Source: an optimization exercise on an open RTL-to-GDS flow (aim: small area). Production flows keep margins and buffers that such runs may drop.
Only simulation tests tie the RTL to the original design; equivalence was not proved.

**design.v**
```verilog
package vsbc_pkg;
  localparam logic [1:0] REG_SPEED_LIMIT = 2'd0;
  localparam logic [1:0] REG_OFFSET_X    = 2'd1;
  localparam logic [1:0] REG_OFFSET_Y    = 2'd2;
  localparam logic [12:0] SPEED_LIMIT_RST = 13'd1229;
  localparam logic [4:0] LEFT_SHORT = 5'd7;
  localparam logic [4:0] LEFT_LONG  = 5'd19;
  function automatic logic [19:0] add20(input logic [19:0] a, input logic [19:0] b,
                                        input logic ci);
    logic c;
    c = ci;
    for (int i = 0; i < 20; i++) begin
      add20[i] = a[i] ^ b[i] ^ c;
      c        = (a[i] & b[i]) | (c & (a[i] ^ b[i]));
    end
  endfunction
  function automatic logic neg20(input logic [19:0] a, input logic [19:0] b,
                                 input logic ci);
    logic c;
    c = ci;
    for (int i = 0; i < 19; i++) begin
      c = (a[i] & b[i]) | (c & (a[i] | b[i]));
    end
    neg20 = a[19] ^ b[19] ^ ((a[19] & b[19]) | (c & (a[19] | b[19])));
  endfunction
  function automatic logic [14:0] mag27(input logic [12:0] lim);
    logic [2:0]  r;
    logic [11:0] q;
    logic [3:0]  r10;
    logic [4:0]  t;
    logic [19:0] q3, s1;
    r = 3'd0;
    for (int i = 11; i >= 0; i--) begin
      q[i] = (r > 3'd2) || (r == 3'd2 && lim[i+1]);
      case ({r, lim[i+1]})
        4'b0000: r = 3'd0; 4'b0001: r = 3'd1; 4'b0010: r = 3'd2; 4'b0011: r = 3'd3;
        4'b0100: r = 3'd4; 4'b0101: r = 3'd0; 4'b0110: r = 3'd1; 4'b0111: r = 3'd2;
        4'b1000: r = 3'd3; 4'b1001: r = 3'd4; default: r = 3'bxxx;
      endcase
    end
    r10 = {r, lim[0]};
    case (r10)
      4'd0: t = 5'd0;  4'd1: t = 5'd2;  4'd2: t = 5'd5;  4'd3: t = 5'd8;  4'd4: t = 5'd10;
      4'd5: t = 5'd13; 4'd6: t = 5'd16; 4'd7: t = 5'd18; 4'd8: t = 5'd21; 4'd9: t = 5'd24;
      default: t = 5'bxxxxx;
    endcase
    q3 = add20({7'd0, q, 1'b0}, {8'd0, q}, 1'b0);           
    s1 = add20(q3, {15'd0, t}, 1'b0);                       
    mag27 = 15'(add20({q3[16:0], 3'b000}, s1, 1'b0));       
  endfunction
  function automatic logic ge20(input logic [19:0] a, input logic [19:0] b, input logic ci);
    logic c;
    c = ci;
    for (int i = 0; i < 20; i++) begin
      c = (a[i] & ~b[i]) | (c & (a[i] | ~b[i]));
    end
    ge20 = c;
  endfunction
  function automatic logic [13:0] level_a(input logic [12:0] lim, input logic [15:0] off);
    logic        n, big, sel, sl, sc, s, ci;
    logic [15:0] e;
    logic [19:0] c5, u;
    logic [11:0] x;
    n   = off[15];
    e   = off ^ {16{n}};
    big = (|e[14:11]) || (n && (&e[10:0]));
    c5  = add20({7'd0, e[10:0], n, n}, {9'd0, e[10:0]}, n);
    sel = big || ge20(c5, {7'd0, lim}, n);
    sl  = lim[12] && (lim[11:0] != 12'd0);
    sc  = c5[12] && ((c5[11:0] != 12'd0) || n);
    if (sel) begin
      x  = lim[11:0];
      s  = sl;
      ci = !sl;
      level_a[13] = lim == 13'd0;
    end else begin
      x  = c5[11:0];
      s  = sc;
      ci = !(sc ^ n);
      level_a[13] = !n && (e[10:0] == 11'd0);
    end
    u = add20({8'd0, x ^ {12{!s}}}, 20'd0, ci);
    level_a[12]   = s;
    level_a[11:0] = u[11:0];
  endfunction
  function automatic logic [24:0] mul(input logic [12:0] a, input logic [11:0] b);
    logic [24:0] s, c, pp, ns, nc;
    logic        cy;
    s = 25'(a & {13{b[0]}});
    c = '0;
    for (int j = 1; j < 12; j++) begin
      pp = 25'(a & {13{b[j]}}) << j;
      for (int i = 0; i < 25; i++) begin
        ns[i] = s[i] ^ c[i] ^ pp[i];
        nc[i] = (s[i] & c[i]) | (pp[i] & (s[i] ^ c[i]));
      end
      s = ns;
      c = nc << 1;
    end
    cy = 1'b0;
    for (int i = 0; i < 25; i++) begin
      mul[i] = s[i] ^ c[i] ^ cy;
      cy     = (s[i] & c[i]) | (cy & (s[i] ^ c[i]));
    end
  endfunction
  function automatic logic [14:0] level_b(input logic [12:0] lim, input logic [13:0] zsu);
    logic [24:0] p;
    p = mul(lim, zsu[11:0]);
    level_b[14]   = zsu[12];
    level_b[13:0] = zsu[13] ? {lim, 1'b0} : p[24:11];
  endfunction
endpackage
module vsbc_cfg (
  input  logic               clk_i,
  input  logic               rst_ni,
  input  logic               psel,
  input  logic               penable,
  input  logic               pwrite,
  input  logic [3:0]         paddr,
  input  logic [31:0]        pwdata,
  output logic [31:0]        prdata,
  output logic               pready,
  output logic [12:0]        limit_o,
  output logic signed [15:0] off_x_o,
  output logic signed [15:0] off_y_o,
  output logic [14:0]        mag27_o,
  output logic [14:0]        lvl_x_o,   
  output logic [14:0]        lvl_y_o
);
  localparam logic [14:0] LVL_RST = {1'b0, 14'd2458};
  logic        [12:0] limit_q;
  logic signed [15:0] offx_q, offy_q;
  logic        [14:0] mag27_q;
  logic        [14:0] lvlx_q, lvly_q, pend_q;
  logic        [13:0] zsu_q;     
  logic        [1:0]  acc_q;     
  logic        [1:0]  wrote_q;   
  logic               wr_en, setup_wr;
  logic        [12:0] lim_a, lim_b;
  logic        [15:0] off_a;
  logic        [14:0] lvl;
  assign pready   = 1'b1;
  assign wr_en    = psel & penable & pwrite;
  assign setup_wr = psel & !penable & pwrite;
  always_ff @(posedge clk_i or negedge rst_ni) begin
    if (!rst_ni) begin
      limit_q <= vsbc_pkg::SPEED_LIMIT_RST;
      offx_q  <= '0;
      offy_q  <= '0;
    end else if (wr_en) begin
      case (paddr[3:2])
        vsbc_pkg::REG_SPEED_LIMIT: limit_q <= pwdata[12:0];
        vsbc_pkg::REG_OFFSET_X:    offx_q  <= pwdata[15:0];
        vsbc_pkg::REG_OFFSET_Y:    offy_q  <= pwdata[15:0];
        default: ;
      endcase
    end
  end
  always_comb begin
    case (paddr[3:2])
      vsbc_pkg::REG_SPEED_LIMIT: prdata = {19'd0, limit_q};
      vsbc_pkg::REG_OFFSET_X:    prdata = {{16{offx_q[15]}}, offx_q};
      vsbc_pkg::REG_OFFSET_Y:    prdata = {{16{offy_q[15]}}, offy_q};
      default:                   prdata = '0;
    endcase
  end
  always_ff @(posedge clk_i or negedge rst_ni) begin
    if (!rst_ni) begin
      acc_q   <= 2'd0;
      wrote_q <= 2'd0;
    end else begin
      acc_q   <= setup_wr ? paddr[3:2] + 2'd1 : 2'd0;
      wrote_q <= wr_en ? paddr[3:2] + 2'd1 : 2'd0;
    end
  end
  always_ff @(posedge clk_i) begin
    mag27_q <= vsbc_pkg::mag27(limit_q);
  end
  always_comb begin
    if (psel && pwrite && paddr[3:2] == vsbc_pkg::REG_SPEED_LIMIT) begin
      lim_a = pwdata[12:0];
    end else begin
      lim_a = limit_q;
    end
    if (acc_q == 2'd1) begin
      off_a = offx_q;
    end else if (acc_q[1]) begin
      off_a = pwdata[15:0];
    end else begin
      off_a = offy_q;
    end
  end
  assign lim_b = (acc_q == 2'd1) ? pwdata[12:0] : limit_q;
  assign lvl   = vsbc_pkg::level_b(lim_b, zsu_q);
  always_ff @(posedge clk_i) begin
    zsu_q  <= vsbc_pkg::level_a(lim_a, off_a);
    pend_q <= lvl;
  end
  always_ff @(posedge clk_i or negedge rst_ni) begin
    if (!rst_ni) begin
      lvlx_q <= LVL_RST;
      lvly_q <= LVL_RST;
    end else begin
      if (wrote_q == 2'd1 || wrote_q == 2'd2) begin
        lvlx_q <= lvl;
      end
      if (wrote_q == 2'd1) begin
        lvly_q <= pend_q;
      end else if (wrote_q == 2'd3) begin
        lvly_q <= lvl;
      end
    end
  end
  assign limit_o = limit_q;
  assign off_x_o = offx_q;
  assign off_y_o = offy_q;
  assign mag27_o = mag27_q;
  assign lvl_x_o = lvlx_q;
  assign lvl_y_o = lvly_q;
endmodule
module vsbc_axis (
  input  logic               clk_i,
  input  logic               rst_ni,
  input  logic               adv_i,
  input  logic               comp_i,
  input  logic signed [15:0] cmd_i,
  input  logic        [12:0] limit_i,
  input  logic        [15:0] nlim2_i,   
  input  logic        [19:0] lim6m_i,   
  input  logic signed [15:0] off_i,
  input  logic        [14:0] mag27_i,
  input  logic        [14:0] lvl_i,     
  output logic signed [15:0] out_o,
  output logic               boost_o
);
  logic signed [15:0] prev_q;
  logic               on_q;
  logic        [4:0]  left_q;
  logic        [19:0] diff, f4, lim4, nmag;
  logic        [13:0] e;
  logic               n;
  logic        [16:0] sum;
  logic               big, hit, short_jump, up, same_sign, at_2lim, start, cont, pos;
  logic        [14:0] mag;
  logic        [15:0] lim2, new_level, sat_sum, next_prev;
  always_comb begin
    diff = vsbc_pkg::add20({{4{cmd_i[15]}}, cmd_i}, ~{{4{prev_q[15]}}, prev_q}, 1'b1);
    n    = diff[16];
    big  = (diff[16:14] != 3'b000) && (diff[16:14] != 3'b111);
    e    = diff[13:0] ^ {14{n}};
    f4   = vsbc_pkg::add20({4'd0, e, n, n}, {6'd0, e}, n);
    lim4 = {5'd0, limit_i, 2'b00};
    up   = !n && (diff[16:0] != 17'd0);
    hit        = big || !vsbc_pkg::neg20(f4, ~lim4, n);
    short_jump = !big && vsbc_pkg::neg20(f4, ~lim6m_i, n);
    lim2    = {2'b0, limit_i, 1'b0};
    at_2lim = prev_q == (prev_q[15] ? nlim2_i : lim2);
    start   = !on_q && !at_2lim && hit;
    cont    = on_q && (left_q != 5'd0);
    same_sign = ((cmd_i > 0) && (off_i > 0)) || ((cmd_i < 0) && (off_i < 0));
    mag  = same_sign ? mag27_i : {1'b0, lvl_i[13:0]};
    pos  = same_sign ? up : (up ^ lvl_i[14]);
    nmag = vsbc_pkg::add20(~{5'd0, mag}, 20'd0, 1'b1);
    if (short_jump) begin
      new_level = up ? lim2 : nlim2_i;
    end else begin
      new_level = pos ? {1'b0, mag} : nmag[15:0];
    end
    sum     = vsbc_pkg::add20({{4{cmd_i[15]}}, cmd_i},
                              comp_i ? {{4{off_i[15]}}, off_i} : 20'd0, 1'b0);
    sat_sum = (sum[16] != sum[15]) ? (sum[16] ? 16'h8000 : 16'h7fff) : sum[15:0];
    next_prev = start ? new_level : sat_sum;
  end
  always_ff @(posedge clk_i or negedge rst_ni) begin
    if (!rst_ni) begin
      prev_q <= '0;
      on_q   <= 1'b0;
    end else if (adv_i) begin
      on_q <= start || cont;
      if (!cont) begin
        prev_q <= next_prev;
      end
    end
  end
  always_ff @(posedge clk_i) begin
    if (adv_i) begin
      left_q <= start ? (short_jump ? vsbc_pkg::LEFT_SHORT : vsbc_pkg::LEFT_LONG) : left_q - 5'd1;
    end
  end
  assign out_o   = prev_q;
  assign boost_o = on_q;
endmodule
module velocity_step_boost_compensator_unit #(
  parameter int FRAC_BITS = 12
) (
  input  logic               clk_i,
  input  logic               rst_ni,
  input  logic               psel,
  input  logic               penable,
  input  logic               pwrite,
  input  logic [3:0]         paddr,
  input  logic [31:0]        pwdata,
  output logic [31:0]        prdata,
  output logic               pready,
  input  logic               in_valid_i,
  output logic               in_stall_o,
  input  logic signed [15:0] vel_x_i,
  input  logic signed [15:0] vel_y_i,
  output logic               out_valid_o,
  input  logic               out_stall_i,
  output logic signed [15:0] shaped_x_o,
  output logic signed [15:0] shaped_y_o,
  output logic               boosting_x_o,
  output logic               boosting_y_o
);
  logic        [12:0] limit;
  logic signed [15:0] off_x, off_y;
  logic        [14:0] mag27;
  logic        [14:0] lvl_x, lvl_y;
  logic        [15:0] nlim2;
  logic        [19:0] lim6m;
  logic               in_vld_q, out_vld_q;
  logic signed [15:0] vel_x_q, vel_y_q;
  logic        [2:0]  phase_q;
  logic               adv, take_in, comp;
  vsbc_cfg u_cfg (
    .clk_i   (clk_i),
    .rst_ni  (rst_ni),
    .psel    (psel),
    .penable (penable),
    .pwrite  (pwrite),
    .paddr   (paddr),
    .pwdata  (pwdata),
    .prdata  (prdata),
    .pready  (pready),
    .limit_o (limit),
    .off_x_o (off_x),
    .off_y_o (off_y),
    .mag27_o (mag27),
    .lvl_x_o (lvl_x),
    .lvl_y_o (lvl_y)
  );
  assign nlim2  = vsbc_pkg::add20(~{6'd0, limit, 1'b0}, 20'd0, 1'b1);
  assign lim6m  = vsbc_pkg::add20({4'd0, limit, 3'b0}, ~{6'd0, limit, 1'b0}, 1'b0);
  assign adv        = in_vld_q && (!out_vld_q || !out_stall_i);
  assign in_stall_o = in_vld_q && !adv;
  assign take_in    = in_valid_i && !in_stall_o;
  assign comp = phase_q[2] && (phase_q[1] || phase_q[0]);
  always_ff @(posedge clk_i or negedge rst_ni) begin
    if (!rst_ni) begin
      in_vld_q  <= 1'b0;
      out_vld_q <= 1'b0;
      phase_q   <= '0;
    end else begin
      if (take_in) begin
        in_vld_q <= 1'b1;
      end else if (adv) begin
        in_vld_q <= 1'b0;
      end
      if (adv) begin
        out_vld_q <= 1'b1;
        phase_q   <= (phase_q[2] && phase_q[1]) ? 3'd0 : phase_q + 3'd1;
      end else if (!out_stall_i) begin
        out_vld_q <= 1'b0;
      end
    end
  end
  always_ff @(posedge clk_i) begin
    if (take_in) begin
      vel_x_q <= vel_x_i;
      vel_y_q <= vel_y_i;
    end
  end
  vsbc_axis u_axis_x (
    .clk_i   (clk_i),
    .rst_ni  (rst_ni),
    .adv_i   (adv),
    .comp_i  (comp),
    .cmd_i   (vel_x_q),
    .limit_i (limit),
    .nlim2_i (nlim2),
    .lim6m_i (lim6m),
    .off_i   (off_x),
    .mag27_i (mag27),
    .lvl_i   (lvl_x),
    .out_o   (shaped_x_o),
    .boost_o (boosting_x_o)
  );
  vsbc_axis u_axis_y (
    .clk_i   (clk_i),
    .rst_ni  (rst_ni),
    .adv_i   (adv),
    .comp_i  (comp),
    .cmd_i   (vel_y_q),
    .limit_i (limit),
    .nlim2_i (nlim2),
    .lim6m_i (lim6m),
    .off_i   (off_y),
    .mag27_i (mag27),
    .lvl_i   (lvl_y),
    .out_o   (shaped_y_o),
    .boost_o (boosting_y_o)
  );
  assign out_valid_o = out_vld_q;
endmodule
```
**flow/run.sh**
```bash
#!/bin/bash
# The standard layout (standard.sh), with these changes:
#  - synthesis runs yosys synth with -noabc (no early abc -fast pass), maps
#    no full/half adder cells (ADDER_MAP_FILE empty, so abc maps the adders
#    with the rest of the logic) and uses an area-oriented abc script
#    (flow/abc_area.script) in place of ORFS's abc_area.script; everything
#    else in synthesis is ORFS's own scripts, copied unchanged;
#  - the port buffers are the smallest buffer cell;
#  - clock tree synthesis uses larger sink clusters, only clkbuf_8 clock
#    buffers, and
#    leaves out dummy loads.
set -o pipefail
here=$(pwd)
mkdir -p "$here/scripts"
cp -r "$FLOW_HOME/scripts/." "$here/scripts/"
cp "$here/flow/abc_area.script" "$here/scripts/abc_area.script"

ADDER_MAP_FILE= SYNTH_ARGS="-noabc" SCRIPTS_DIR="$here/scripts" bash standard.sh synth 2>&1 | tee synth.log || exit 1

export BUFFER_PORTS_ARGS="-buffer_cell sky130_fd_sc_hd__buf_1"
export CTS_ARGS="-sink_clustering_enable -repair_clock_nets -dont_use_dummy_load -sink_clustering_size 20 -sink_clustering_max_diameter 60 -buf_list {sky130_fd_sc_hd__clkbuf_8}"
bash standard.sh 2>&1 | tee standard.log
```
**flow/abc_area.script**
```
strash
&get -n
&deepsyn -T 150
&put
dch -f
amap
strash
dc2
dch -f
amap
strash
dc2
dch -f
amap
topo
```
**standard.sh**
```bash
#!/bin/bash
# synth_recipe.tcl (not shown) runs the flow's synth.tcl, then flattens the netlist and writes it again
# the make line also repeats each setting of config.mk as NAME=value (left out here)
make -C /OpenROAD-flow-scripts/flow DESIGN_CONFIG=/design/flow/config.mk WORK_HOME=/design/flow/orfs CLKGATE_MAP_FILE= SYNTH_SCRIPT=/design/flow/synth_recipe.tcl "${@:-finish}"
```
**config.mk**
```make
export PLATFORM = sky130hd
export DESIGN_NAME = velocity_step_boost_compensator_unit
export DESIGN_NICKNAME = velocity_step_boost_compensator_unit
export VERILOG_FILES = /design/flow/design.v
export SDC_FILE = /design/flow/constraint.sdc
export NUM_CORES = 4
export LEC_CHECK = 0
export ABC_AREA = 1
export CAP_MARGIN = 20
export CORE_MARGIN = 2
export CORE_UTILIZATION = 40
export SLEW_MARGIN = 20
```
**constraint.sdc**
```tcl
create_clock -name core_clock -period 14.0 [get_ports {clk_i}]
set_input_delay 2.8000 -clock core_clock [delete_from_list [all_inputs] [get_ports {clk_i}]]
set_output_delay 2.8000 -clock core_clock [all_outputs]
set_load 0.01 [all_outputs]
```
==> impl_metrics.tcl, run 1 <==
set metrics [dict create \
    totalNegativeSetupSlack_ns 0 \
    max-cap-violations 0 \
    routed_wirelength_mm 69.9 \
    vias_in_the_first_global_route 19700 \
    area_growth_pct 9.40 \
    avgViaCountPerCell 5.83 \
    syn_nets 3132 \
    fillerInstances 5081 \
    timing.slew.headroom 0.301 \
    share_of_the_cycle_needed_by_the_critical_path_after_routing 0.862 \
    max_clock_freq_mhz 82.8 \
    cts_resized 0 \
    cells_after_synth 3057 \
    synth_top_cells_by_area "sky130_fd_sc_hd__o21ai_0 14%, sky130_fd_sc_hd__dfrtp_1 13%, sky130_fd_sc_hd__nor2_1 12%" \
    asyncSetResetFlopFracSynth 0.578 \
    yosysTopAreaCell "sky130_fd_sc_hd__o21ai_0" \
    grt.overflow.total 0 \
    final-setup-viol-count 0 \
    place_congestion 0.993 \
    number_of_top_level_pins 144 \
    final.setup_skew_ns 0.0827 \
    core_um2 47400 \
    clock_latency_on_the_worst_skew_pair_ns 0.62 \
    share_of_post_route_cells_with_drive_strength_above_1 0.0270 \
    synthDistinctLibCells 48 \
    critical_path_class "reg -> reg" \
    setup_slack_ns 1.93 \
    detail_route.first_pass.iterations 7 \
    ys.flop_type "sky130_fd_sc_hd__dfrtp_1" \
    synth_most_common_cell "sky130_fd_sc_hd__nor2_1" \
    ctsRootBufferMaster "sky130_fd_sc_hd__clkbuf_8" \
    ff_latch_area_um2 5120 \
    post-route-min-period_ns 12.07 \
    insertedDiodeCount 0 \
    timing.rr.start "u_cfg.limit_q[10]" \
    routed-via-count 22400 \
    die_h_um 223 \
    gr-usage-all-layers 0.274 \
    ctsHtreeMaxLevel 1 \
    die-area_um2 49600 \
    core.rowCount 80 \
    synth.cell_area_um2 19100 \
    nets 3304 \
    cts.reportedPaths.clkPinSlew_ns 0.11 \
    worstSetupStartpointType "register" \
    worst_setup_path_end_kind "register" \
    critical_path_peak_fanout 11 \
    critPathMaxStageDelay_ns 0.79 \
    synth_enable_flop_cells 42 \
    cts_inserted_buffers 22 \
    synth_common_cells "603 x sky130_fd_sc_hd__nor2_1, 543 x sky130_fd_sc_hd__o21ai_0, 441 x sky130_fd_sc_hd__nand2_1" \
    cp.required_ns 14.39 \
    global_route_wire_length_before_repair_mm 109 \
    cts.hold.buffers_added 0 \
    die_x_um 223 \
    final-hold-violation-count 0 \
    post_route_standard_cell_area_excluding_fillers_um2 20900 \
    grt_antenna_before_repair 1 \
    route.detailed.drc 0 \
    initial_standard_cell_utilization_of_the_core 0.403 \
    postPlaceCellArea_um2 20500 \
    hold_path_class "reg -> reg" \
    worst_setup_path_startpoint "u_cfg.limit_q[10]" \
    post-cts-setup-buffers 0 \
    multi_input_comb_area_um2 12700 \
    worstPathArrival_ns 12.47 \
    worst_path_max_delay_cell "sky130_fd_sc_hd__a2111oi_0" \
    rsz0062_at_grt "false" \
    hold_start "u_cfg.pend_q[11]" \
    yosysTopAreaCellShare 0.142 \
    place.detailed.hpwl_mm 55.4 \
    synth.avg_cell_area_um2 6.25 \
    cp_common_cell "sky130_fd_sc_hd__nor2_1" \
    status "timing/DRC/antenna clean" \
    slew_violations 0 \
    io_buffers 124 \
    maximum_number_of_pins_on_one_net_before_global_route_repair 64 \
    drtAntennaViolNets 0 \
    yosys_register_bits 204 \
    place.detailed.instances 3818 \
    yosys_warnings 3 \
    tritoncts_sinks 204 \
    tightest_slew_ns 1.04 \
    dpl_worst_slack_ns 2.41 \
    ctsLongestPathBuffers 3 \
    synth.yosys.seq_area_share 0.268 \
    tritoncts "yes" \
    stdcell_count 3842 \
    avgRoutedWirePerCell_um 18.2 \
    drtIter0Drc 2200 \
]
## layer usage
layer,vias up,GRT usage,wire length [um]
met5,-,0,12
met2,714,0.439,30600
met3,105,0.0383,4780
met4,2,0.0953,2560
met1,10200,0.379,32000
li1,11400,-,-
## cell type report
cell class                 count  share of cell area
sequential                   204               0.245
inverter                     313              0.0562
timing repair buffer         165              0.0391
multi-input combinational   2523               0.609
tap                          615              0.0368
clock buffer                  22              0.0145
## cell usage in the layout, fill, tap and decap left out, drive strengths merged, types with 5 or more instances in the layout
| cell type | instances |
|---|---|
| a2111oi | 6 |
| a211oi | 10 |
| a21o | 23 |
| a21oi | 266 |
| a221oi | 5 |
| a222oi | 6 |
| a22o | 5 |
| a22oi | 98 |
| a31oi | 10 |
| and2 | 20 |
| buf | 164 |
| clkbuf | 23 |
| clkinv | 313 |
| dfrtp | 100 |
| dfstp | 18 |
| dfxtp | 44 |
| edfxtp | 42 |
| nand2 | 441 |
| nand2b | 11 |
| nand3 | 5 |
| nand4 | 11 |
| nor2 | 603 |
| nor2b | 12 |
| nor3 | 22 |
| nor4 | 12 |
| o211ai | 5 |
| o21a | 99 |
| o21ai | 543 |
| o21bai | 7 |
| o221a | 11 |
| o221ai | 26 |
| o22a | 6 |
| o22ai | 195 |
| o32ai | 10 |
| or2 | 32 |
## through the flow
| step | util | hold WS, ns |
|---|---|---|
| 4_1_cts | 0.440 | 0.424 |
| 2_1_floorplan | - | 0.350 |
| 6_report | 0.441 | 0.438 |
| 3_5_place_dp | 0.433 | 0.426 |
| 5_1_grt | 0.441 | 0.476 |
| 3_3_place_gp | 0.433 | 0.423 |
## sequential cells by signal, indices dropped and copies added, names as in the netlist
name	count
in_vld_q	1
u_cfg.wrote_q	2
u_axis_x.left_q	5
vel_y_q	16
u_axis_y.prev_q	16
u_cfg.lvly_q	15
u_cfg.lvlx_q	15
phase_q	3
u_cfg.offy_q	16
u_cfg.acc_q	2
u_axis_y.on_q	1
u_cfg.limit_q	13
u_cfg.offx_q	16
out_vld_q	1
u_axis_y.left_q	5
u_cfg.pend_q	15
u_cfg.zsu_q	14
u_cfg.mag27_q	15
u_axis_x.prev_q	16
u_axis_x.on_q	1
vel_x_q	16
## logic make-up after synthesis
group / count (synthesis) / synth area share
flops: 204 / 0.268
simple gates: 1170 / 0.244
xor+xnor: 1 / 0.000458
buf+inv: 330 / 0.0681
compound gates: 1351 / 0.419
other cells: 1 / 0.000196
## worst paths after layout
check / end / slack, ns / cells past startpoint
max: u_cfg.mag27_q[14] / 1.93 / 59
min: u_cfg.lvly_q[11] / 0.44 / 2
max reg2reg: u_cfg.mag27_q[14] / 1.93 / 59
min reg2reg: u_cfg.lvly_q[11] / 0.44 / 2
max in group asynchronous: u_cfg.lvlx_q[5] / 10.20 / 2
min in group asynchronous: u_cfg.offx_q[14] / 2.30 / 1
## critical path: cells and delay by family, from the launching register on
kind,cells,cell delay [ns]
AND/OR/NAND/NOR,26,3.21
buffers and inverters,9,1.81
flip-flops,1,0.72
AO/OA/AOI/OAI,24,6.08
==> inputs of run 2 (changes only) <==
--- a/design.v
+++ b/design.v
@@ -103,13 +103,16 @@
       cy     = (s[i] & c[i]) | (cy & (s[i] ^ c[i]));
     end
   endfunction
-  function automatic logic [14:0] level_b(input logic [12:0] lim, input logic [13:0] zsu);
-    logic [24:0] p;
-    p = mul(lim, zsu[11:0]);
-    level_b[14]   = zsu[12];
-    level_b[13:0] = zsu[13] ? {lim, 1'b0} : p[24:11];
-  endfunction
 endpackage
+module vsbc_mul (
+  input  logic [12:0] a_i,
+  input  logic [11:0] b_i,
+  output logic [13:0] p_o
+);
+  logic [24:0] p;
+  assign p   = vsbc_pkg::mul(a_i, b_i);
+  assign p_o = p[24:11];
+endmodule
 module vsbc_cfg (
   input  logic               clk_i,
   input  logic               rst_ni,
@@ -133,12 +136,14 @@
   logic        [14:0] mag27_q;
   logic        [14:0] lvlx_q, lvly_q, pend_q;
   logic        [13:0] zsu_q;     
+  logic        [12:0] wlim_q;    
   logic        [1:0]  acc_q;     
   logic        [1:0]  wrote_q;   
   logic               wr_en, setup_wr;
   logic        [12:0] lim_a, lim_b;
   logic        [15:0] off_a;
   logic        [14:0] lvl;
+  logic        [13:0] prod;
   assign pready   = 1'b1;
   assign wr_en    = psel & penable & pwrite;
   assign setup_wr = psel & !penable & pwrite;
@@ -190,9 +195,15 @@
       off_a = offy_q;
     end
   end
-  assign lim_b = (acc_q == 2'd1) ? pwdata[12:0] : limit_q;
-  assign lvl   = vsbc_pkg::level_b(lim_b, zsu_q);
+  assign lim_b = (acc_q == 2'd1) ? wlim_q : limit_q;
+  vsbc_mul u_mul (
+    .a_i (lim_b),
+    .b_i (zsu_q[11:0]),
+    .p_o (prod)
+  );
+  assign lvl = {zsu_q[12], zsu_q[13] ? {lim_b, 1'b0} : prod};
   always_ff @(posedge clk_i) begin
+    wlim_q <= pwdata[12:0];
     zsu_q  <= vsbc_pkg::level_a(lim_a, off_a);
     pend_q <= lvl;
   end
==> flow/run.sh (replaced) <==
#!/bin/bash
# The standard layout (standard.sh), with these changes:
#  - synthesis runs yosys synth with -noabc (no early abc -fast pass) and uses
#    an area-oriented abc script (flow/abc_area.script) in place of ORFS's
#    abc_area.script;
#  - full-adder cells are extracted only in the multiplier module vsbc_mul,
#    which is kept as its own module until the final flatten
#    (SYNTH_KEEP_MODULES); elsewhere abc maps the adders with the other logic.
#    For this, ORFS's synth.tcl is copied with its extract_fa call given a
#    selection; the rest of synthesis is ORFS's own scripts, copied unchanged;
#  - the port buffers are the smallest buffer cell;
#  - clock tree synthesis uses larger sink clusters, clkbuf_8 and clkbuf_16 clock buffers,
#    and leaves out dummy loads.
set -o pipefail
here=$(pwd)
mkdir -p "$here/scripts"
cp -r "$FLOW_HOME/scripts/." "$here/scripts/"
cp "$here/flow/abc_area.script" "$here/scripts/abc_area.script"
sed -i 's/^  extract_fa {\*}\[dont_use_extract_fa_args\]$/  extract_fa {*}[dont_use_extract_fa_args] -fa vsbc_mul/' "$here/scripts/synth.tcl"
grep -q 'extract_fa {\*}\[dont_use_extract_fa_args\] -fa vsbc_mul' "$here/scripts/synth.tcl" || { echo "synth.tcl patch failed"; exit 1; }

SYNTH_KEEP_MODULES=vsbc_mul SYNTH_ARGS="-noabc" SCRIPTS_DIR="$here/scripts" bash standard.sh synth 2>&1 | tee synth.log || exit 1

export BUFFER_PORTS_ARGS="-buffer_cell sky130_fd_sc_hd__buf_1"
export CTS_ARGS="-sink_clustering_enable -repair_clock_nets -dont_use_dummy_load -sink_clustering_size 20 -sink_clustering_max_diameter 60 -buf_list {sky130_fd_sc_hd__clkbuf_8 sky130_fd_sc_hd__clkbuf_16}"
bash standard.sh 2>&1 | tee standard.log
==> run 2 against run 1 <==
Effect of this change: non-clock buffer count stayed put; cell area is 0.15% higher; hold slack improved by 0.0067 ns; sequential cell count increased by 13; final cell count down 12%; clock-buffer cell count is 3 higher; clock skew shrank 0.037 ns; largest cell class unchanged.
==> impl_metrics.tcl, run 2 <==
set metrics [dict create \
    drtAntennaViolNets 0 \
    most_frequent_standard_cell_in_the_layout_excluding_fill_and_tap_cells "sky130_fd_sc_hd__nor2_1" \
    fillerInstances 4772 \
    timing.slew.headroom 0.222 \
    avgViaCountPerCell 5.87 \
    route.detailed.drc 0 \
    cts.hold.buffers_added 0 \
    critical-path-top-delay-family "adder cells" \
    share_of_the_cycle_needed_by_the_critical_path_after_routing 0.940 \
    ctsRootBufferMaster "sky130_fd_sc_hd__clkbuf_16" \
    yosysTopAreaCell "sky130_fd_sc_hd__dfrtp_1" \
    worst-path-buf-inv 4 \
    global_route_wire_length_before_repair_mm 105 \
    routed-via-count 19900 \
    cts_resized 0 \
    nets 2987 \
    clock_latency_on_the_worst_skew_pair_ns 0.56 \
    grt.overflow.total 0 \
    cells_after_synth 2615 \
    yosys_warnings 4 \
    core.rowCount 79 \
    place.detailed.hpwl_mm 53.8 \
    routed_wirelength_mm 68.8 \
    synth_top_cells_by_area "sky130_fd_sc_hd__dfrtp_1 13%, sky130_fd_sc_hd__fa_1 13%, sky130_fd_sc_hd__nor2_1 11%" \
    ys.flop_type "sky130_fd_sc_hd__dfrtp_1" \
    worst_path_max_delay_cell "sky130_fd_sc_hd__dfrtp_1" \
    rsz0062_at_grt "false" \
    gr-usage-all-layers 0.274 \
    synth_common_cells "562 x sky130_fd_sc_hd__nor2_1, 387 x sky130_fd_sc_hd__o21ai_0, 310 x sky130_fd_sc_hd__clkinv_1" \
    cts.reportedPaths.clkPinSlew_ns 0.08 \
    hold_path_class "reg -> reg" \
    stdcell_count 3395 \
    final.setup_skew_ns 0.0458 \
    cts_inserted_buffers 25 \
    final-setup-viol-count 0 \
    place.detailed.instances 3370 \
    tritoncts_sinks 217 \
    number_of_top_level_pins 144 \
    critical_path_peak_fanout 16 \
    most-common-layout-cells "561 x sky130_fd_sc_hd__nor2_1, 382 x sky130_fd_sc_hd__o21ai_0, 310 x sky130_fd_sc_hd__clkinv_1, 252 x sky130_fd_sc_hd__nand2_1, 228 x sky130_fd_sc_hd__a21oi_1" \
    synth_enable_flop_cells 42 \
    yosys_register_bits 217 \
    synth.cell_area_um2 18900 \
    max_clock_freq_mhz 76.0 \
    tritoncts "yes" \
    die-area_um2 49000 \
    maximum_number_of_pins_on_one_net_before_global_route_repair 80 \
    ctsLongestPathBuffers 3 \
    max-cap-violations 0 \
    drtIter0Drc 1683 \
    status "timing/DRC/antenna clean" \
    cp_common_cell "sky130_fd_sc_hd__fa_1" \
    grt_antenna_before_repair 0 \
    final-hold-violation-count 0 \
    area_growth_pct 10.9 \
    totalNegativeSetupSlack_ns 0 \
    synth.avg_cell_area_um2 7.22 \
    worstSetupStartpointType "register" \
    die_h_um 221 \
    slew_violations 0 \
    detail_route.first_pass.iterations 8 \
    io_buffers 124 \
    core_um2 46600 \
    share_of_post_route_cells_with_drive_strength_above_1 0.0323 \
    place_congestion 0.986 \
    die_x_um 221 \
    critical_path_class "reg -> reg" \
    post-route-min-period_ns 13.16 \
    yosysTopAreaCellShare 0.133 \
    syn_nets 2812 \
    post-cts-setup-buffers 0 \
    tightest_slew_ns 1.16 \
    initial_standard_cell_utilization_of_the_core 0.406 \
    avgRoutedWirePerCell_um 20.3 \
    critPathMaxStageDelay_ns 0.59 \
    ctsHtreeMaxLevel 1 \
    synth.yosys.seq_area_share 0.285 \
    insertedDiodeCount 0 \
    worstPathArrival_ns 13.64 \
    synthDistinctLibCells 44 \
    vias_in_the_first_global_route 18500 \
    synth_most_common_cell "sky130_fd_sc_hd__nor2_1" \
    cp.required_ns 14.48 \
    asyncSetResetFlopFracSynth 0.544 \
    worst_setup_path_end_kind "register" \
]
==> run 2: cell types whose count changed in the layout (fill, tap and decap cells not counted), moves of 22 or more <==
cell,previous run,this run
sky130_fd_sc_hd__clkbuf_8,22,0
sky130_fd_sc_hd__nor2_1,601,561
sky130_fd_sc_hd__o21ai_0,537,382
sky130_fd_sc_hd__o21a_1,99,25
sky130_fd_sc_hd__clkbuf_16,0,25
sky130_fd_sc_hd__nand2_1,441,252
sky130_fd_sc_hd__o22ai_1,195,171
sky130_fd_sc_hd__fa_1,0,122
sky130_fd_sc_hd__a21oi_1,266,228
==> run 2: metal layers <==
| metal | global-route usage | part of all wire |
|---|---|---|
| met4 | 0.127 | 0.049 |
| met1 | 0.345 | 0.41 |
| met3 | 0.0260 | 0.060 |
| met5 | 0 | 0 |
| met2 | 0.473 | 0.48 |
==> run 2: final timing paths <==
check | from | end | slack [ns] | cells after the start
setup / recovery | u_cfg.acc_q[1] | u_cfg.lvly_q[12] | 0.84 | 33
hold / removal | u_cfg.pend_q[1] | u_cfg.lvly_q[1] | 0.44 | 2
setup reg to reg | u_cfg.acc_q[1] | u_cfg.lvly_q[12] | 0.84 | 33
hold reg to reg | u_cfg.pend_q[1] | u_cfg.lvly_q[1] | 0.44 | 2
max in group asynchronous | rst_ni | u_cfg.lvly_q[6] | 10.13 | 2
min in group asynchronous | rst_ni | u_axis_x.prev_q[6] | 2.33 | 1
==> run 2: logic make-up (layout without fill, tap and decap cells) <==
kind of cell,count (synthesis),count (layout),synth area share
buffers and inverters,327,500,0.0684
adders and majority gates,122,122,0.129
DFF,217,217,0.285
other,1,1,0.000199
AOI/OAI and AO/OA,1043,1043,0.327
and+or+nand+nor,905,905,0.190
==> run 2: stage by stage <==
| stage | util | hold WS, ns | cell area [um^2] | setup WS (ns) |
|---|---|---|---|---|
| after floorplan | - | 0.351 | 18900 | 1.95 |
| after global placement | 0.436 | 0.422 | 20300 | 1.16 |
| after detailed placement | 0.436 | 0.432 | 20300 | 0.874 |
| after CTS | 0.450 | 0.445 | 20900 | 0.909 |
| after global routing | 0.450 | 0.453 | 20900 | 0.203 |
| final | 0.450 | 0.444 | 20900 | 0.838 |
==> run 2: worst min-delay path: stages (launching register included) <==
cell and delay [ns]:
sky130_fd_sc_hd__dfxtp_1 0.31, sky130_fd_sc_hd__nor2_1 0.09, sky130_fd_sc_hd__nor3_1 0.05
==> run 2: cell type report <==
cell class | count | area, um^2 | share of cell area
multi-input combinational | 2071 | 12200 | 0.584
sequential | 217 | 5380 | 0.257
inverter | 310 | 1160 | 0.0556
timing repair buffer | 165 | 777 | 0.0371
tap | 607 | 759 | 0.0363
clock buffer | 25 | 626 | 0.0299
==> run 2: per-module statistics from Yosys (local to each module, per instance) <==
module | cells inside | times used | cell area [um^2]
velocity_step_boost_compensator_unit | 2289 | 1 | 15600
vsbc_mul | 326 | 1 | 3270
==> inputs of run 3 (changes only) <==
--- a/flow/run.sh
+++ b/flow/run.sh
@@ -9,7 +9,7 @@
 #    For this, ORFS's synth.tcl is copied with its extract_fa call given a
 #    selection; the rest of synthesis is ORFS's own scripts, copied unchanged;
 #  - the port buffers are the smallest buffer cell;
-#  - clock tree synthesis uses larger sink clusters, clkbuf_8 and clkbuf_16 clock buffers,
+#  - clock tree synthesis uses larger sink clusters, only clkbuf_8 clock buffers,
 #    and leaves out dummy loads.
 set -o pipefail
 here=$(pwd)
@@ -22,5 +22,5 @@
 SYNTH_KEEP_MODULES=vsbc_mul SYNTH_ARGS="-noabc" SCRIPTS_DIR="$here/scripts" bash standard.sh synth 2>&1 | tee synth.log || exit 1
 
 export BUFFER_PORTS_ARGS="-buffer_cell sky130_fd_sc_hd__buf_1"
-export CTS_ARGS="-sink_clustering_enable -repair_clock_nets -dont_use_dummy_load -sink_clustering_size 20 -sink_clustering_max_diameter 60 -buf_list {sky130_fd_sc_hd__clkbuf_8 sky130_fd_sc_hd__clkbuf_16}"
+export CTS_ARGS="-sink_clustering_enable -repair_clock_nets -dont_use_dummy_load -sink_clustering_size 14 -sink_clustering_max_diameter 50 -buf_list {sky130_fd_sc_hd__clkbuf_8}"
 bash standard.sh 2>&1 | tee standard.log
==> run 3 against run 2 <==
Effect of this change: still clean on timing, DRC and antenna; first-iteration DRC count is 11% higher; hold slack got worse by 0.0048 ns; clock skew grew 0.043 ns; critical endpoint unchanged; largest cell class unchanged.
==> impl_metrics.tcl, run 3 <==
set metrics [dict create \
    status "timing/DRC/antenna clean" \
    totalNegativeSetupSlack_ns 0 \
    rsz0062_at_grt "false" \
    core.rowCount 79 \
    die-area_um2 49000 \
    ctsRootBufferMaster "sky130_fd_sc_hd__clkbuf_8" \
    yosys_warnings 4 \
    most_frequent_standard_cell_in_the_layout_excluding_fill_and_tap_cells "sky130_fd_sc_hd__nor2_1" \
    worstSetupStartpointType "register" \
    synth_common_cells "562 x sky130_fd_sc_hd__nor2_1, 387 x sky130_fd_sc_hd__o21ai_0, 310 x sky130_fd_sc_hd__clkinv_1" \
    slew_violations 0 \
    yosysTopAreaCell "sky130_fd_sc_hd__dfrtp_1" \
    route.detailed.drc 0 \
    cts_resized 0 \
    drtAntennaViolNets 0 \
    routed_wirelength_mm 69.1 \
    synth_top_cells_by_area "sky130_fd_sc_hd__dfrtp_1 13%, sky130_fd_sc_hd__fa_1 13%, sky130_fd_sc_hd__nor2_1 11%" \
    place_congestion 0.986 \
    clock_latency_on_the_worst_skew_pair_ns 0.67 \
    global_route_wire_length_before_repair_mm 105 \
    final.setup_skew_ns 0.0892 \
    die_h_um 221 \
    synth_most_common_cell "sky130_fd_sc_hd__nor2_1" \
    synth.cell_area_um2 18900 \
    avgRoutedWirePerCell_um 20.3 \
    post-cts-setup-buffers 0 \
    worstPathArrival_ns 13.80 \
    routed-via-count 20000 \
    core_um2 46600 \
    tightest_slew_ns 1.17 \
    place.detailed.hpwl_mm 53.8 \
    grt_antenna_before_repair 0 \
    final-hold-violation-count 0 \
    final-setup-viol-count 0 \
    asyncSetResetFlopFracSynth 0.544 \
    detail_route.first_pass.iterations 7 \
    grt.overflow.total 0 \
    initial_standard_cell_utilization_of_the_core 0.406 \
    ys.flop_type "sky130_fd_sc_hd__dfrtp_1" \
    synth.yosys.seq_area_share 0.285 \
    cts_inserted_buffers 31 \
    tritoncts "yes" \
    yosys_register_bits 217 \
    post-route-min-period_ns 13.22 \
    ff_latch_area_um2 5380 \
    critPathMaxStageDelay_ns 0.61 \
    maximum_number_of_pins_on_one_net_before_global_route_repair 80 \
    ctsLongestPathBuffers 3 \
    avgViaCountPerCell 5.89 \
    drtIter0Drc 1870 \
    hold_path_class "reg -> reg" \
    critical_path_peak_fanout 16 \
    share_of_the_cycle_needed_by_the_critical_path_after_routing 0.945 \
    max_clock_freq_mhz 75.6 \
    number_of_top_level_pins 144 \
    max-cap-violations 0 \
    cp.required_ns 14.58 \
    ctsHtreeMaxLevel 1 \
    cts.hold.buffers_added 0 \
    critical_path_class "reg -> reg" \
    fillerInstances 4812 \
    syn_nets 2812 \
    timing.slew.headroom 0.216 \
    die_x_um 221 \
    yosysTopAreaCellShare 0.133 \
    cts.reportedPaths.clkPinSlew_ns 0.09 \
    worst_path_max_delay_cell "sky130_fd_sc_hd__dfrtp_1" \
    synthDistinctLibCells 44 \
    most-common-layout-cells "561 x sky130_fd_sc_hd__nor2_1, 382 x sky130_fd_sc_hd__o21ai_0, 310 x sky130_fd_sc_hd__clkinv_1, 252 x sky130_fd_sc_hd__nand2_1, 228 x sky130_fd_sc_hd__a21oi_1" \
    cells_after_synth 2615 \
    vias_in_the_first_global_route 18600 \
    worst_setup_path_end_kind "register" \
    multi_input_comb_area_um2 12200 \
    cp_common_cell "sky130_fd_sc_hd__fa_1" \
    share_of_post_route_cells_with_drive_strength_above_1 0.0344 \
    area_growth_pct 9.86 \
    synth_enable_flop_cells 42 \
    synth.avg_cell_area_um2 7.22 \
    nets 2993 \
    gr-usage-all-layers 0.274 \
    io_buffers 124 \
    tritoncts_sinks 217 \
]
-- run 3: per-stage QoR --
stage	hold WS, ns	utilization	cells	setup WS [ns]	area, um^2
after global placement	0.422	0.436	3370	1.16	20300
after detailed placement	0.432	0.436	3370	0.874	20300
after CTS	0.437	0.445	3401	0.888	20700
final	0.440	0.446	3402	0.776	20700
after global routing	0.444	0.446	3401	0.190	20700
after floorplan	0.351	-	2615	1.95	18900
-- run 3: cell type report --
type / instances / share of cell area
diodes: 1 / 0.000121
clock buffers: 31 / 0.0206
inverters: 310 / 0.0561
multi-input cells: 2071 / 0.590
flip-flops and latches: 217 / 0.259
well taps: 607 / 0.0366
repair buffers: 165 / 0.0375
-- run 3: worst paths after layout --
kind                                      end  slack, ns             from  depth (start not counted)
min in group asynchronous  u_axis_x.prev_q[6]       2.23           rst_ni                          1
hold reg to reg               u_cfg.lvly_q[5]       0.44  u_cfg.pend_q[5]                          2
setup reg to reg             u_cfg.lvly_q[12]       0.78   u_cfg.acc_q[1]                         33
max in group asynchronous    u_cfg.lvly_q[14]      10.19           rst_ni                          2
setup / recovery             u_cfg.lvly_q[12]       0.78   u_cfg.acc_q[1]                         33
hold / removal                u_cfg.lvly_q[5]       0.44  u_cfg.pend_q[5]                          2
-- run 3: logic make-up (layout without fill, tap and decap cells) --
family / after synthesis / in the layout / synth area share
AOI/OAI and AO/OA: 1043 / 1043 / 0.327
adders and majority gates: 122 / 122 / 0.129
and+or+nand+nor: 905 / 905 / 0.190
buffers and inverters: 327 / 506 / 0.0684
DFF: 217 / 217 / 0.285
other: 1 / 2 / 0.000199
-- run 3: worst max-delay path: cells and delay by family (launching register included) --
family                   cells  cell delay (ns)
AO/OA/AOI/OAI                2             0.75
adder cells (fa/ha/maj)     21             9.31
buffers and inverters        4             1.29
flip-flops                   1             0.61
AND/OR/NAND/NOR              6             1.16
-- run 3: per-layer routing --
metal / GRT usage / wire length, um / up-vias
met5: 0 / 0 / -
met4: 0.130 / 3590 / 0
met3: 0.0256 / 4100 / 159
met2: 0.472 / 33200 / 699
met1: 0.345 / 28200 / 9504
li1: - / - / 9659
-- run 3: modules after synthesis, one instance, submodules excluded --
module,cells inside,cell area (um^2)
vsbc_mul,326,3270
velocity_step_boost_compensator_unit,2289,15600
==> inputs of run 4 (changes only) <==
--- a/config.mk
+++ b/config.mk
@@ -8,5 +8,6 @@
 export ABC_AREA = 1
 export CAP_MARGIN = 20
 export CORE_MARGIN = 2
-export CORE_UTILIZATION = 40
+export CORE_UTILIZATION = 60
+export PLACE_DENSITY = 0.7
 export SLEW_MARGIN = 20
==> run 4 against run 3 <==
Effect of this change: still clean; maximum frequency rose by 1.6%; final cell count shrank 6.7%; non-clock buffer count shrank 16; core utilization is 21 points higher; sequential cell count stayed put; synthesized cell count unchanged; critical path depth stayed put.
==> impl_metrics.tcl, run 4 <==
set metrics [dict create \
    synth.cell_area_um2 18900 \
    tritoncts_sinks 217 \
    cp_common_cell "sky130_fd_sc_hd__fa_1" \
    critical_path_class "reg -> reg" \
    share_of_the_cycle_needed_by_the_critical_path_after_routing 0.930 \
    cts_resized 0 \
    asyncSetResetFlopFracSynth 0.544 \
    timing.slew.headroom 0.265 \
    insertedDiodeCount 0 \
    hold_end "u_cfg.lvly_q[3]" \
    cts.hold.buffers_added 0 \
    worst_path_max_delay_cell "sky130_fd_sc_hd__a21oi_1" \
    yosysTopAreaCellShare 0.133 \
    synth.avg_cell_area_um2 7.22 \
    whs_path_depth 2 \
    yosysTopAreaCell "sky130_fd_sc_hd__dfrtp_1" \
    place.detailed.instances 3142 \
    cp.required_ns 14.51 \
    share_of_post_route_cells_with_drive_strength_above_1 0.0277 \
    gr-usage-met3 0.0772 \
    vias_in_the_first_global_route 18700 \
    number_of_top_level_pins 144 \
    critical_path_peak_fanout 17 \
    slew_violations 0 \
    fillerInstances 2775 \
    routed-via-count 20200 \
    max_clock_freq_mhz 76.8 \
    tritoncts "yes" \
    nets 2976 \
    cells_after_synth 2615 \
    max-cap-violations 0 \
    die-area_um2 32900 \
    grt_antenna_before_repair 0 \
    status "timing/DRC/antenna clean" \
    core.rowCount 64 \
    post-route-min-period_ns 13.02 \
    critPathMaxStageDelay_ns 0.62 \
    ctsHtreeMaxLevel 1 \
    place_congestion 1.01 \
    groute.layer.met2.usage 0.635 \
    worstPathArrival_ns 13.52 \
    final.setup_skew_ns 0.0826 \
    worstSetupStartpointType "register" \
    place.detailed.hpwl_mm 49.9 \
    worst_setup_path_end_kind "register" \
    synth_enable_flop_cells 42 \
    stdcell_count 3173 \
    post-cts-setup-buffers 0 \
    synth_common_cells "562 x sky130_fd_sc_hd__nor2_1, 387 x sky130_fd_sc_hd__o21ai_0, 310 x sky130_fd_sc_hd__clkinv_1" \
    gr-max-usage-layer "met2" \
    rsz0062_at_grt "false" \
    hold_path_class "reg -> reg" \
    cts_inserted_buffers 30 \
    synth.yosys.seq_area_share 0.285 \
    final-hold-violation-count 0 \
    syn_nets 2812 \
    global_route_wire_length_before_repair_mm 98.6 \
    routed_wirelength_mm 63.6 \
    cts.reportedPaths.clkPinSlew_ns 0.08 \
    die_h_um 181 \
    initial_standard_cell_utilization_of_the_core 0.613 \
    final-setup-viol-count 0 \
    drtAntennaViolNets 0 \
    grt.overflow.total 0 \
    route.detailed.drc 0 \
    most-common-layout-cells "562 x sky130_fd_sc_hd__nor2_1, 382 x sky130_fd_sc_hd__o21ai_0, 310 x sky130_fd_sc_hd__clkinv_1, 252 x sky130_fd_sc_hd__nand2_1, 228 x sky130_fd_sc_hd__a21oi_1" \
    maximum_number_of_pins_on_one_net_before_global_route_repair 64 \
    synth_most_common_cell "sky130_fd_sc_hd__nor2_1" \
    yosys_register_bits 217 \
    core_um2 30800 \
    ctsRootBufferMaster "sky130_fd_sc_hd__clkbuf_8" \
    timing.rr.start "u_cfg.acc_q[1]" \
    synthDistinctLibCells 44 \
    tightest_slew_ns 1.10 \
    setup.reg_to_reg.worst_slack_ns 0.98 \
    detail_route.first_pass.iterations 6 \
    ctsLongestPathBuffers 3 \
    yosys_warnings 4 \
    drtIter0Drc 1926 \
    avgRoutedWirePerCell_um 20.0 \
    avgViaCountPerCell 6.36 \
    hold_start "u_cfg.pend_q[3]" \
    ff_latch_area_um2 5380 \
    clock_latency_on_the_worst_skew_pair_ns 0.63 \
    gr-usage-all-layers 0.381 \
    synth_top_cells_by_area "sky130_fd_sc_hd__dfrtp_1 13%, sky130_fd_sc_hd__fa_1 13%, sky130_fd_sc_hd__nor2_1 11%" \
    multi_input_comb_area_um2 12200 \
    area_growth_pct 7.69 \
    ys.flop_type "sky130_fd_sc_hd__dfrtp_1" \
    timing.reg2reg.worst_path_depth 33 \
    groute.layer.met1.usage 0.469 \
    totalNegativeSetupSlack_ns 0 \
    die_x_um 181 \
    critical_path.reg2reg.endpoint "u_cfg.lvly_q[12]" \
    io_buffers 124 \
    most_frequent_standard_cell_in_the_layout_excluding_fill_and_tap_cells "sky130_fd_sc_hd__nor2_1" \
]
## run 4: through the flow
step           setup WS (ns)  hold slack [ns]   util  area (um^2)
6_report               0.983            0.448  0.660        20300
2_1_floorplan           1.95            0.351      -        18900
4_1_cts                 1.03            0.453  0.659        20300
5_1_grt                0.319            0.458  0.660        20300
3_3_place_gp            1.25            0.421  0.646        19900
3_5_place_dp            1.02            0.433  0.646        19900
## run 4: layout make-up
cell class,instances,area share
clock buffers,30,0.0203
inverters,310,0.0572
multi-input cells,2071,0.601
flip-flops and latches,217,0.264
well taps,396,0.0244
repair buffers,149,0.0323
## run 4: worst max-delay path by stage
stage / from / to / slack [ns]
final: u_cfg.acc_q[1] / u_cfg.lvly_q[12] / 0.98
after global routing: u_cfg.acc_q[1] / u_cfg.lvly_q[12] / 0.32
after CTS: u_cfg.acc_q[1] / u_cfg.lvly_q[12] / 1.03
after detailed placement: u_cfg.acc_q[1] / u_cfg.lvly_q[12] / 1.02
after global placement: u_cfg.acc_q[1] / u_cfg.lvly_q[12] / 1.25
after floorplan: u_cfg.acc_q[1] / u_cfg.lvly_q[12] / 1.95
## run 4: routing by layer
metal	routed length (um)	up-vias
met4	3990	0
li1	-	9632
met5	0	-
met1	24100	9285
met3	6250	246
met2	29200	1006
## run 4: cells by family after synthesis
logic type	after synthesis	share of synthesized area
flip-flops	217	0.285
AO/OA/AOI/OAI	1043	0.327
other	1	0.000199
buffers and inverters	327	0.0684
adder cells (fa/ha/maj)	122	0.129
AND/OR/NAND/NOR	905	0.190
## run 4: per-module statistics from Yosys, one instance, submodules excluded
| module | flip-flops and latches | times used |
|---|---|---|
| vsbc_mul | 0 | 1 |
| velocity_step_boost_compensator_unit | 217 | 1 |
## run 4: critical path, delay by kind of cell, from the launching register on
family / cells / cell delay (ns)
simple gates: 6 / 1.00
fa+ha+maj: 21 / 9.34
compound gates: 2 / 0.80
flops: 1 / 0.57
buf+inv: 4 / 1.23
==> inputs of run 5 (changes only) <==
--- a/config.mk
+++ b/config.mk
@@ -8,6 +8,6 @@
 export ABC_AREA = 1
 export CAP_MARGIN = 20
 export CORE_MARGIN = 2
-export CORE_UTILIZATION = 60
-export PLACE_DENSITY = 0.7
+export CORE_UTILIZATION = 70
+export PLACE_DENSITY = 0.8
 export SLEW_MARGIN = 20
==> run 5 against run 4 <==
Effect of this change: highest routed layer unchanged; critical path type unchanged; synthesized area unchanged; non-clock buffer count rose by 2; wire length up 1.6%; first-iteration DRC count grew 31%.
==> impl_metrics.tcl, run 5 <==
set metrics [dict create \
    status "timing/DRC/antenna clean" \
    slew_violations 0 \
    cts_inserted_buffers 25 \
    fillerInstances 2087 \
    synth.avg_cell_area_um2 7.22 \
    post_route_standard_cell_area_excluding_fillers_um2 20200 \
    most_frequent_standard_cell_in_the_layout_excluding_fill_and_tap_cells "sky130_fd_sc_hd__nor2_1" \
    asyncSetResetFlopFracSynth 0.544 \
    insertedDiodeCount 0 \
    finalCoreUtilization 0.757 \
    routed_wirelength_mm 64.6 \
    area_growth_pct 7.10 \
    stdcell_count 3115 \
    worst-path-buf-inv 4 \
    hold_path_class "reg -> reg" \
    critical-path-top-delay-family "adder cells" \
    core_um2 26700 \
    cts.reportedPaths.clkPinSlew_ns 0.09 \
    die-area_um2 28300 \
    routed-via-count 20800 \
    share_of_post_route_cells_with_drive_strength_above_1 0.0270 \
    tritoncts_sinks 217 \
    hold-worst-slack_ns 0.456 \
    drtAntennaViolNets 0 \
    clock_latency_on_the_worst_skew_pair_ns 0.60 \
    die_x_um 168 \
    rsz0062_at_grt "false" \
    maximum_number_of_pins_on_one_net_before_global_route_repair 82 \
    grt.overflow.total 0 \
    cts_resized 0 \
    yosysTopAreaCell "sky130_fd_sc_hd__dfrtp_1" \
    avgViaCountPerCell 6.68 \
    cells_after_synth 2615 \
    worst_setup_path_startpoint "u_cfg.acc_q[1]" \
    cp_common_cell "sky130_fd_sc_hd__fa_1" \
    global_route_wire_length_before_repair_mm 101 \
    timing.slew.headroom 0.228 \
    cts.hold.buffers_added 0 \
    most-common-layout-cells "562 x sky130_fd_sc_hd__nor2_1, 382 x sky130_fd_sc_hd__o21ai_0, 310 x sky130_fd_sc_hd__clkinv_1, 252 x sky130_fd_sc_hd__nand2_1, 228 x sky130_fd_sc_hd__a21oi_1" \
    io_buffers 124 \
    critical_path_class "reg -> reg" \
    critical_path_peak_fanout 16 \
    tritoncts "yes" \
    tightest_slew_ns 1.15 \
    worst_setup_path_end_kind "register" \
    final-setup-viol-count 0 \
    synth.cell_area_um2 18900 \
    totalNegativeSetupSlack_ns 0 \
    yosys_register_bits 217 \
    cp.required_ns 14.47 \
    place.detailed.hpwl_mm 49.8 \
    synth_most_common_cell "sky130_fd_sc_hd__nor2_1" \
    synth_enable_flop_cells 42 \
    yosys_warnings 4 \
    worstSetupStartpointType "register" \
    yosysTopAreaCellShare 0.133 \
    share_of_the_cycle_needed_by_the_critical_path_after_routing 0.960 \
    final.setup_skew_ns 0.0684 \
    final-hold-violation-count 0 \
    synth.yosys.seq_area_share 0.285 \
    number_of_top_level_pins 144 \
    max-cap-violations 0 \
    avgRoutedWirePerCell_um 20.7 \
    core.rowCount 60 \
    ctsRootBufferMaster "sky130_fd_sc_hd__clkbuf_8" \
    drtIter0Drc 2518 \
    initial_standard_cell_utilization_of_the_core 0.707 \
    detail_route.first_pass.iterations 12 \
    die_h_um 168 \
    place.detailed.instances 3090 \
    nets 2973 \
    postPlaceCellArea_um2 19900 \
    worst_path_max_delay_cell "sky130_fd_sc_hd__dfrtp_1" \
    place_congestion 1.03 \
    ctsLongestPathBuffers 3 \
    post-cts-setup-buffers 0 \
    hold_start "u_cfg.pend_q[8]" \
    post-route-min-period_ns 13.44 \
    worstPathArrival_ns 13.91 \
    synthDistinctLibCells 44 \
    gr-usage-all-layers 0.455 \
    route.detailed.drc 0 \
    max_clock_freq_mhz 74.4 \
    ctsHtreeMaxLevel 1 \
    synth_top_cells_by_area "sky130_fd_sc_hd__dfrtp_1 13%, sky130_fd_sc_hd__fa_1 13%, sky130_fd_sc_hd__nor2_1 11%" \
    critPathMaxStageDelay_ns 0.64 \
    timing.rr.start "u_cfg.acc_q[1]" \
    grt_antenna_before_repair 0 \
    ys.flop_type "sky130_fd_sc_hd__dfrtp_1" \
    syn_nets 2812 \
    synth_common_cells "562 x sky130_fd_sc_hd__nor2_1, 387 x sky130_fd_sc_hd__o21ai_0, 310 x sky130_fd_sc_hd__clkinv_1" \
    vias_in_the_first_global_route 19700 \
]
## run 5: final timing paths
kind                       cells past startpoint  slack [ns]                  to
min reg2reg                                    2        0.46     u_cfg.lvly_q[8]
max                                           33        0.56    u_cfg.lvly_q[12]
min                                            2        0.46     u_cfg.lvly_q[8]
min in group asynchronous                      1        2.22  u_axis_x.prev_q[7]
max reg2reg                                   33        0.56    u_cfg.lvly_q[12]
max in group asynchronous                      2       10.53     u_cfg.lvly_q[6]
## run 5: cells by family (layout without fill, tap and decap cells)
logic type / Yosys count / count (layout) / synth area share
other: 1 / 1 / 0.000199
AOI/OAI and AO/OA: 1043 / 1043 / 0.327
DFF: 217 / 217 / 0.285
and+or+nand+nor: 905 / 905 / 0.190
adders and majority gates: 122 / 122 / 0.129
buffers and inverters: 327 / 486 / 0.0684
## run 5: Yosys stat by module (local to each module, per instance)
module                                cells inside  area, um^2  flip-flops and latches
vsbc_mul                                       326        3270                       0
velocity_step_boost_compensator_unit          2289       15600                     217
## run 5: worst min-delay path: cells and delay by family, from the launching register on
kind             cells  cell delay, ns
DFF                  1            0.31
and+or+nand+nor      2            0.16
## run 5: layout make-up
type	instances	area, um^2	share of cell area
clock buffer	25	344	0.0170
inverter	310	1160	0.0575
multi-input combinational	2071	12200	0.605
sequential	217	5380	0.266
tap	341	427	0.0211
timing repair buffer	151	676	0.0334
## run 5: routing by layer
| metal | vias to the layer above | routed length [um] | global-route usage |
|---|---|---|---|
| li1 | 9615 | - | - |
| met1 | 9477 | 22400 | 0.539 |
| met2 | 1330 | 29000 | 0.729 |
| met3 | 372 | 7540 | 0.109 |
| met4 | 0 | 5570 | 0.326 |
| met5 | - | 0 | 0 |
## run 5: stage by stage
stage / setup WS (ns)
floorplan: 1.95
global placement: 1.21
detailed placement: 0.854
CTS: 0.762
global route: 0.184
finish: 0.558
==> inputs of run 6 (changes only) <==
--- a/config.mk
+++ b/config.mk
@@ -8,6 +8,6 @@
 export ABC_AREA = 1
 export CAP_MARGIN = 20
 export CORE_MARGIN = 2
-export CORE_UTILIZATION = 70
-export PLACE_DENSITY = 0.8
+export CORE_UTILIZATION = 80
+export PLACE_DENSITY = 0.88
 export SLEW_MARGIN = 20
==> run 6 against run 5 <==
Effect of this change: critical endpoint unchanged; still clean; sequential share of layout area grew 0.13 points; clock skew grew 0.012 ns; synthesized area is the same; die area fell by 12%.
==> impl_metrics.tcl, run 6 <==
set metrics [dict create \
    fillerInstances 1419 \
    avgRoutedWirePerCell_um 21.3 \
    clock_latency_on_the_worst_skew_pair_ns 0.62 \
    nets 2962 \
    hold_path_class "reg -> reg" \
    asyncSetResetFlopFracSynth 0.544 \
    initial_standard_cell_utilization_of_the_core 0.809 \
    place_congestion 1.15 \
    routed-wl-met3_mm 9.70 \
    core_um2 23300 \
    drtIter0Drc 3910 \
    cp.required_ns 14.50 \
    max_clock_freq_mhz 74.4 \
    worstPathArrival_ns 13.94 \
    synthDistinctLibCells 44 \
    max-cap-violations 0 \
    syn_nets 2812 \
    multi_input_comb_area_um2 12200 \
    yosysTopAreaCellShare 0.133 \
    totalNegativeSetupSlack_ns 0 \
    routed_wirelength_mm 65.7 \
    cts_inserted_buffers 26 \
    topRoutingLayerUsed "met5" \
    vias_in_the_first_global_route 20100 \
    drtAntennaViolNets 0 \
    cells_after_synth 2615 \
    tritoncts_sinks 217 \
    final-setup-viol-count 0 \
    place.detailed.hpwl_mm 49.1 \
    insertedDiodeCount 0 \
    route.detailed.drc 0 \
    synth.cell_area_um2 18900 \
    maximum_number_of_pins_on_one_net_before_global_route_repair 64 \
    synth_common_cells "562 x sky130_fd_sc_hd__nor2_1, 387 x sky130_fd_sc_hd__o21ai_0, 310 x sky130_fd_sc_hd__clkinv_1" \
    tritoncts "yes" \
    tightest_slew_ns 1.13 \
    ff_latch_area_um2 5380 \
    post-route-min-period_ns 13.44 \
    slew_violations 0 \
    grt_antenna_before_repair 2 \
    yosysTopAreaCell "sky130_fd_sc_hd__dfrtp_1" \
    cts.reportedPaths.clkPinSlew_ns 0.08 \
    routed-via-count 21800 \
    route.layer.met1.wl_mm 20.7 \
    ctsHtreeMaxLevel 1 \
    die_h_um 158 \
    critPathMaxStageDelay_ns 0.65 \
    rsz0062_at_grt "false" \
    status "timing/DRC/antenna clean" \
    die_x_um 158 \
    final-hold-violation-count 0 \
    die-area_um2 24900 \
    ys.flop_type "sky130_fd_sc_hd__dfrtp_1" \
    worstSetupStartpointType "register" \
    yosys_warnings 4 \
    yosys_register_bits 217 \
    cp_common_cell "sky130_fd_sc_hd__fa_1" \
    critical_path_peak_fanout 26 \
    detail_route.first_pass.iterations 12 \
    gr-usage-all-layers 0.528 \
    timing.slew.headroom 0.245 \
    core.rowCount 56 \
    final.setup_skew_ns 0.0802 \
    met2_wirelength_mm 28.4 \
    post-cts-setup-buffers 0 \
    io_buffers 124 \
    number_of_top_level_pins 144 \
]
[run 6: worst paths after layout]
path | startpoint | endpoint | slack [ns] | cells past startpoint
worst max-delay path | u_cfg.acc_q[1] | u_cfg.lvly_q[12] | 0.56 | 34
min in group asynchronous | rst_ni | u_axis_x.prev_q[12] | 2.31 | 1
worst min-delay path | u_cfg.pend_q[8] | u_cfg.lvly_q[8] | 0.44 | 2
worst max register to register | u_cfg.acc_q[1] | u_cfg.lvly_q[12] | 0.56 | 34
max in group asynchronous | rst_ni | u_axis_y.prev_q[1] | 10.33 | 2
worst min register to register | u_cfg.pend_q[8] | u_cfg.lvly_q[8] | 0.44 | 2
[run 6: cell type report]
type                       instances  area share
inverter                         310      0.0578
sequential                       217       0.267
tap                              319      0.0198
clock buffer                      26      0.0178
multi-input combinational       2071       0.608
timing repair buffer             139      0.0289
[run 6: logic make-up after synthesis]
| kind of cell | share of synthesized area |
|---|---|
| compound gates | 0.327 |
| fa+ha+maj | 0.129 |
| buf+inv | 0.0684 |
| flops | 0.285 |
| other cells | 0.000199 |
| simple gates | 0.190 |
[run 6: worst max-delay path, delay by kind of cell, from the launching register on]
| family | cells | cell delay (ns) |
|---|---|---|
| AND/OR/NAND/NOR | 7 | 1.15 |
| AO/OA/AOI/OAI | 2 | 0.83 |
| adder cells (fa/ha/maj) | 21 | 9.71 |
| buffers and inverters | 4 | 1.08 |
| flip-flops | 1 | 0.57 |
[run 6: through the flow]
step | area, um^2 | hold WS [ns] | setup WS, ns | std cells | util
after CTS | 20100 | 0.444 | 0.467 | 3082 | 0.862
after detailed placement | 19800 | 0.432 | 0.479 | 3056 | 0.847
after global placement | 19800 | 0.416 | 1.19 | 3056 | 0.847
after global routing | 20100 | 0.477 | 0.176 | 3082 | 0.863
after floorplan | 18900 | 0.351 | 1.95 | 2615 | -
final | 20100 | 0.442 | 0.560 | 3082 | 0.863
[run 6: layer usage]
layer | up-vias | GRT usage
li1 | 9592 | -
met1 | 9675 | 0.592
met2 | 1873 | 0.819
met3 | 609 | 0.182
met4 | 4 | 0.428
met5 | - | 0
[run 6: timing repair]
item	in CTS	in global routing
resized for setup	0	1
endpoints found under the hold margin	0	0
setup endpoints to repair	0	5
[run 6: Yosys stat by module, one instance, submodules excluded]
module | copies in the design | cells | flip-flops and latches | cell area [um^2]
vsbc_mul | 1 | 326 | 0 | 3270
velocity_step_boost_compensator_unit | 1 | 2289 | 217 | 15600

what the ideal ports hide:
The results above use ideal ports. As a check the final layouts listed here were re-extracted and re-timed, cells and wires unchanged. Step 1, drivers: a clkbuf_16 drives clk_i and a buf_2 each remaining input, both assumed. Step 2 adds t to the input delays and takes it off the output delays; t is the mean of the earliest and latest rising clock arrival at the registers after step 1. Input paths then give back, and output paths get back, about the clock's delay inside the block. Slacks: ideal ports / drivers / drivers and shift; pairs: ideal ports / drivers.
| run | shift t [ns] | setup WS [ns] | pins driven straight from the clock port |
|---|---|---|---|
| run 1 | 0.631 | 1.926 / 1.926 / 1.926 | 1 |
| run 2 | 0.590 | 0.838 / 0.838 / 0.838 | 1 |
| run 3 | 0.669 | 0.776 / 0.776 / 0.776 | 1 |
| run 4 | 0.640 | 0.983 / 0.983 / 0.983 | 1 |
| run 5 | 0.617 | 0.558 / 0.558 / 0.558 | 1 |
| run 6 | 0.639 | 0.560 / 0.560 / 0.560 | 1 |
After both steps setup and hold are still met in every run listed.
